Context: an optimization exercise on an open-source flow, tuned for small area. The choices shown serve that exercise and are no tape-out recipe.
Function was checked by simulation only, so behaviour that the tests miss may differ from the original.
Power figures rest on the tool's default switching activity, not on a simulated workload.

==> v14: inputs <==
Design qspi_memory_slave, start of the top module:
module qspi_memory_slave (
    input  logic        CLK,
    input  logic        RST,
    input  logic        SS,
    input  logic        SCLK,
    input  logic [1:0]  QD_READ,
    output logic [1:0]  QD_WRITE,
    output logic [1:0]  QD_WRITE_ENABLE,
    output logic        XFER_DONE,
    output logic [15:0] BYTE_COUNT,
    output logic        CMD_ERR
);
    localparam logic [7:0] CMD_WRITE = 8'h02;
    localparam logic [7:0] CMD_READ  = 8'h03;
    typedef enum logic [2:0] {
        S_IDLE   = 3'd0,
        S_DONE   = 3'd1,
        S_CMD    = 3'd2,
        S_REJECT = 3'd3,
        S_ADDR1  = 3'd4,
        S_ADDR2  = 3'd5,
        S_RD     = 3'd6,
        S_WR     = 3'd7
    } state_t;
    state_t state, state_nxt;
    logic [1:0] ss_sync, sclk_sync;
    logic       ss_prev, sclk_prev;
    logic       ss_rise, ss_fall, sclk_rise, sclk_fall;
    logic [5:0] rx_shift;
    logic [7:0] rx_byte;
    logic       rx_done;
    logic [1:0] bit_cnt, p;
    logic [7:0] addr, addr_inc;
    logic       is_write;
    logic       oe;
    logic [16:0] bc_inc;
    logic [31:0][63:0] ring;
    logic [4:0]        ph, ph_nxt;
    logic              pend, ins, wr_fire;
    logic [7:0] cand0;
    logic [1:0] cap1, cap2, cap3;
    always_ff @(posedge CLK) begin
        ss_sync   <= {ss_sync[0], SS};
        sclk_sync <= {sclk_sync[0], SCLK};
        ss_prev   <= ss_sync[1];
        sclk_prev <= sclk_sync[1];
    end
    assign ss_rise   = ss_sync[1] & ~ss_prev;
  ...
==> module qspi_memory_slave, before the edit <==
module qspi_memory_slave (
    input  logic        CLK,
    input  logic        RST,
    input  logic        SS,
    input  logic        SCLK,
    input  logic [1:0]  QD_READ,
    output logic [1:0]  QD_WRITE,
    output logic [1:0]  QD_WRITE_ENABLE,
    output logic        XFER_DONE,
    output logic [15:0] BYTE_COUNT,
    output logic        CMD_ERR
);
    localparam logic [7:0] CMD_WRITE = 8'h02;
    localparam logic [7:0] CMD_READ  = 8'h03;
    typedef enum logic [2:0] {
        S_IDLE   = 3'd0,
        S_DONE   = 3'd1,
        S_CMD    = 3'd2,
        S_REJECT = 3'd3,
        S_ADDR1  = 3'd4,
        S_ADDR2  = 3'd5,
        S_RD     = 3'd6,
        S_WR     = 3'd7
    } state_t;
    state_t state, state_nxt;
    logic [1:0] ss_sync, sclk_sync;
    logic       ss_prev, sclk_prev;
    logic       ss_rise, ss_fall, sclk_rise, sclk_fall;
    logic [5:0] rx_shift;
    logic [7:0] rx_byte;
    logic       rx_done;
    logic [1:0] bit_cnt, p;
    logic [7:0] addr, addr_inc;
    logic       is_write;
    logic       oe;
    logic [16:0] bc_inc;
    logic [31:0][63:0] ring;
    logic [4:0]        ph, ph_nxt;
    logic              pend, ins, wr_fire;
    logic [7:0] cand0;
    logic [1:0] cap1, cap2, cap3;
    always_ff @(posedge CLK) begin
        ss_sync   <= {ss_sync[0], SS};
        sclk_sync <= {sclk_sync[0], SCLK};
        ss_prev   <= ss_sync[1];
        sclk_prev <= sclk_sync[1];
    end
    assign ss_rise   = ss_sync[1] & ~ss_prev;
    assign ss_fall   = ~ss_sync[1] & ss_prev;
    assign sclk_rise = sclk_sync[1] & ~sclk_prev & ~ss_rise;
    assign sclk_fall = ~sclk_sync[1] & sclk_prev & ~ss_rise;
    assign rx_byte  = {rx_shift, QD_READ};
    assign rx_done  = sclk_rise && (bit_cnt == 2'd3);
    assign addr_inc = addr + 8'd1;
    assign bc_inc   = {1'b0, BYTE_COUNT} + 17'd1;   
    assign wr_fire  = RST && (state == S_WR) && rx_done;
    assign p = bit_cnt - {1'b0, sclk_prev};
    assign QD_WRITE_ENABLE = {2{oe}};
    assign XFER_DONE       = (state == S_DONE);
    always_comb begin
        case (p)
            2'd0:    QD_WRITE = cand0[{addr[1:0], 1'b0} +: 2];
            2'd1:    QD_WRITE = cap1;
            2'd2:    QD_WRITE = cap2;
            default: QD_WRITE = cap3;
        endcase
    end
    always_ff @(posedge CLK) begin
        if (!RST) state <= S_IDLE;
        else      state <= state_nxt;
    end
    always_comb begin
        state_nxt = state;
        if (ss_rise) begin
            state_nxt = (state == S_RD || state == S_WR) ? S_DONE : S_IDLE;
        end else begin
            case (state)
                S_IDLE: if (ss_fall) state_nxt = S_CMD;
                S_DONE: state_nxt = S_IDLE;
                S_CMD: begin
                    if (rx_done)
                        state_nxt = (rx_byte == CMD_WRITE || rx_byte == CMD_READ) ? S_ADDR1 : S_REJECT;
                end
                S_ADDR1: if (rx_done) state_nxt = S_ADDR2;
                S_ADDR2: if (rx_done) state_nxt = is_write ? S_WR : S_RD;
                default: ;
            endcase
        end
    end
    assign ph_nxt = ph - 5'd1;
    always_ff @(posedge CLK) ph <= ph_nxt;
    assign ins = pend && (addr[7:3] == ph_nxt);
    always_ff @(posedge CLK) begin
        for (int i = 0; i < 32; i++) begin
            ring[i] <= {ring[i][61:0],
                        (ins && addr[2:0] == 3'(i)) ? cand0[7 - 2 * (i / 8) -: 2] : ring[i][63:62]};
        end
    end
    always_ff @(posedge CLK) pend <= wr_fire || (pend && !ins);
    logic [7:0] t1, t2;
    logic [5:0] h0;
    assign h0 = (oe && p != 2'd0) ? addr_inc[7:2] : addr[7:2];
    assign t1 = (oe && p[1]) ? addr_inc : addr;
    assign t2 = (oe && p == 2'd3) ? addr_inc : addr;
    always_ff @(posedge CLK) begin
        if (wr_fire) begin
            cand0 <= rx_byte;
        end else if (!pend && h0[4:1] == ph[3:0]) begin
            for (int c = 0; c < 4; c++)
                cand0[2 * c +: 2] <= ring[{2'd0, h0[0], 2'(c)}][{h0[5] ^ ph[4], 5'd0} +: 2];
        end
        if (t1[6:3] == ph[3:0]) cap1 <= ring[{2'd1, t1[2:0]}][{t1[7] ^ ph[4], 5'd0} +: 2];
        if (t2[6:3] == ph[3:0]) cap2 <= ring[{2'd2, t2[2:0]}][{t2[7] ^ ph[4], 5'd0} +: 2];
        if (addr[6:3] == ph[3:0]) cap3 <= ring[{2'd3, addr[2:0]}][{addr[7] ^ ph[4], 5'd0} +: 2];
    end
    always_ff @(posedge CLK) begin
        if (sclk_rise) rx_shift <= rx_byte[5:0];
        if (ss_fall) bit_cnt <= 2'd0;
        else if (sclk_rise) bit_cnt <= bit_cnt + 2'd1;
        if (rx_done && state == S_CMD) is_write <= (rx_byte == CMD_WRITE);
        if (ins) addr <= addr_inc;
        else if (state == S_ADDR2 && bit_cnt == 2'd3) addr <= rx_byte;
        else if (state == S_ADDR2 && bit_cnt == 2'd2) addr[7:2] <= {rx_shift[3:0], QD_READ};
        else if (sclk_fall && state == S_RD && oe && bit_cnt == 2'd0) addr <= addr_inc;
    end
    always_ff @(posedge CLK) begin
        if (!RST) begin
            oe         <= 1'b0;
            BYTE_COUNT <= '0;
            CMD_ERR    <= 1'b0;
        end else begin
            if (ss_rise) begin
                oe <= 1'b0;
            end else if (state == S_IDLE) begin
                if (ss_fall) BYTE_COUNT <= '0;
            end else begin
                if (rx_done) begin
                    if (state == S_CMD && rx_byte != CMD_WRITE && rx_byte != CMD_READ) CMD_ERR <= 1'b1;
                    if ((state == S_WR || state == S_RD) && !bc_inc[16]) BYTE_COUNT <= bc_inc[15:0];
                end
                if (sclk_fall && state == S_RD) oe <= 1'b1;
            end
        end
    end
endmodule
==> flow/config.mk <==
export PLATFORM = sky130hd
export DESIGN_NAME = qspi_memory_slave
export DESIGN_NICKNAME = qspi_memory_slave
export VERILOG_FILES = /design/flow/design.v
export SDC_FILE = /design/flow/constraint.sdc
export NUM_CORES = 4
export LEC_CHECK = 0
export CAP_MARGIN = 20
export CORE_MARGIN = 2
export CORE_UTILIZATION = 75
export PLACE_DENSITY = 0.8
export SLEW_MARGIN = 20
==> flow/constraint.sdc <==
create_clock -name core_clock -period 8.0 [get_ports {CLK}]
set_input_delay 1.6000 -clock core_clock [delete_from_list [all_inputs] [get_ports {CLK}]]
set_output_delay 1.6000 -clock core_clock [all_outputs]
set_load 0.01 [all_outputs]
standard.sh (not shown) runs the stock make flow with config.mk's settings and CLKGATE_MAP_FILE= SYNTH_SCRIPT=/design/flow/synth_recipe.tcl, a recipe that flattens the netlist after the stock synthesis.
==> flow/flow/run.sh <==
#!/bin/bash
# Own flow: the standard layout (standard.sh) with clock tree synthesis told not to add
# dummy loads and to cluster the flip-flops under smaller leaf buffers. The make output goes to
# standard_flow.log here; each ORFS step also keeps its own log under orfs/logs.
set -euo pipefail
export CTS_ARGS="-sink_clustering_enable -repair_clock_nets -dont_use_dummy_load -buf_list {sky130_fd_sc_hd__clkbuf_8} -sink_clustering_size 20 -sink_clustering_max_diameter 45"
bash standard.sh > standard_flow.log 2>&1
==> inputs of v35, as changes to v14 <==
--- a/flow/design.v
+++ b/flow/design.v
@@ -97,21 +97,36 @@
         end
     end
     always_ff @(posedge CLK) pend <= wr_fire || (pend && !ins);
-    logic [7:0] t1, t2;
-    logic [5:0] h0;
-    assign h0 = (oe && p != 2'd0) ? addr_inc[7:2] : addr[7:2];
-    assign t1 = (oe && p[1]) ? addr_inc : addr;
-    assign t2 = (oe && p == 2'd3) ? addr_inc : addr;
+    logic hit_a, hit_b, tap_a, tap_b, inc0, inc1, inc2;
+    logic hit0, hit1, hit2, tap0, tap1, tap2;
+    logic [2:0] r1, r2;
+    logic       g0;
+    assign hit_a = (addr[6:3] == ph[3:0]);
+    assign hit_b = (addr_inc[6:3] == ph[3:0]);
+    assign tap_a = addr[7] ^ ph[4];
+    assign tap_b = addr_inc[7] ^ ph[4];
+    assign inc0 = oe && (p != 2'd0);
+    assign inc1 = oe && p[1];
+    assign inc2 = oe && (p == 2'd3);
+    assign hit0 = inc0 ? hit_b : hit_a;
+    assign tap0 = inc0 ? tap_b : tap_a;
+    assign g0   = inc0 ? addr_inc[2] : addr[2];
+    assign hit1 = inc1 ? hit_b : hit_a;
+    assign tap1 = inc1 ? tap_b : tap_a;
+    assign r1   = inc1 ? addr_inc[2:0] : addr[2:0];
+    assign hit2 = inc2 ? hit_b : hit_a;
+    assign tap2 = inc2 ? tap_b : tap_a;
+    assign r2   = inc2 ? addr_inc[2:0] : addr[2:0];
     always_ff @(posedge CLK) begin
         if (wr_fire) begin
             cand0 <= rx_byte;
-        end else if (!pend && h0[4:1] == ph[3:0]) begin
+        end else if (!pend && hit0) begin
             for (int c = 0; c < 4; c++)
-                cand0[2 * c +: 2] <= ring[{2'd0, h0[0], 2'(c)}][{h0[5] ^ ph[4], 5'd0} +: 2];
+                cand0[2 * c +: 2] <= ring[{2'd0, g0, 2'(c)}][{tap0, 5'd0} +: 2];
         end
-        if (t1[6:3] == ph[3:0]) cap1 <= ring[{2'd1, t1[2:0]}][{t1[7] ^ ph[4], 5'd0} +: 2];
-        if (t2[6:3] == ph[3:0]) cap2 <= ring[{2'd2, t2[2:0]}][{t2[7] ^ ph[4], 5'd0} +: 2];
-        if (addr[6:3] == ph[3:0]) cap3 <= ring[{2'd3, addr[2:0]}][{addr[7] ^ ph[4], 5'd0} +: 2];
+        if (hit1)  cap1 <= ring[{2'd1, r1}][{tap1, 5'd0} +: 2];
+        if (hit2)  cap2 <= ring[{2'd2, r2}][{tap2, 5'd0} +: 2];
+        if (hit_a) cap3 <= ring[{2'd3, addr[2:0]}][{tap_a, 5'd0} +: 2];
     end
     always_ff @(posedge CLK) begin
         if (sclk_rise) rx_shift <= rx_byte[5:0];
==> flow/flow/run.sh (replaced) <==
#!/bin/bash
# Own flow: the standard layout (standard.sh) with two changes of how the layout is made:
# clock tree synthesis adds no dummy loads and clusters the flip-flops (at most 18, within 60 um)
# under clkbuf_8 leaf buffers fed by clkbuf_16 tree buffers, and the port buffers are the
# smallest buffer cell. The make output goes to standard_flow.log here; each ORFS step also
# keeps its own full log under orfs/logs.
set -euo pipefail
export CTS_ARGS="-sink_clustering_enable -repair_clock_nets -dont_use_dummy_load -buf_list {sky130_fd_sc_hd__clkbuf_8} -root_buf sky130_fd_sc_hd__clkbuf_16 -tree_buf sky130_fd_sc_hd__clkbuf_16 -sink_clustering_buffer sky130_fd_sc_hd__clkbuf_8 -sink_clustering_size 18 -sink_clustering_max_diameter 60"
export BUFFER_PORTS_ARGS="-buffer_cell sky130_fd_sc_hd__buf_1"
bash standard.sh > standard_flow.log 2>&1
==> summary of the runs <==
- Sequential share of layout area: v35 is higher than v14 (0.49 points).
- In v14 the setup slack is better than in v35, by 0.046 ns.
- In v35 the clock power is larger than in v14, by 6.6%.
- Critical path depth: v35 is lower than v14 (1).

[static timing again, ports no longer ideal]
In the flow no input, the clock included, has a driving cell. The finished layouts below were timed again as built, in two steps.
Step 1: set_driving_cell puts a clkbuf_16 on CLK and a buf_2 on each other input, an assumption about the parent block.
Step 2 times the ports against the registers' clock, not the clock port: input delays grow and output delays shrink by t, the midpoint of the rising clock arrivals with the driver on.
a / b / c = ideal ports / drivers / drivers and shift; a / b = the first two.
run | t, ns | setup slack, ns | worst register clock-pin slew, ns
v14 | 0.807 | 3.433 / 3.374 / 4.181 | 0.12 / 0.12
v35 | 0.733 | 3.387 / 3.324 / 4.057 | 0.12 / 0.12
After both steps setup and hold are still met in every run listed.
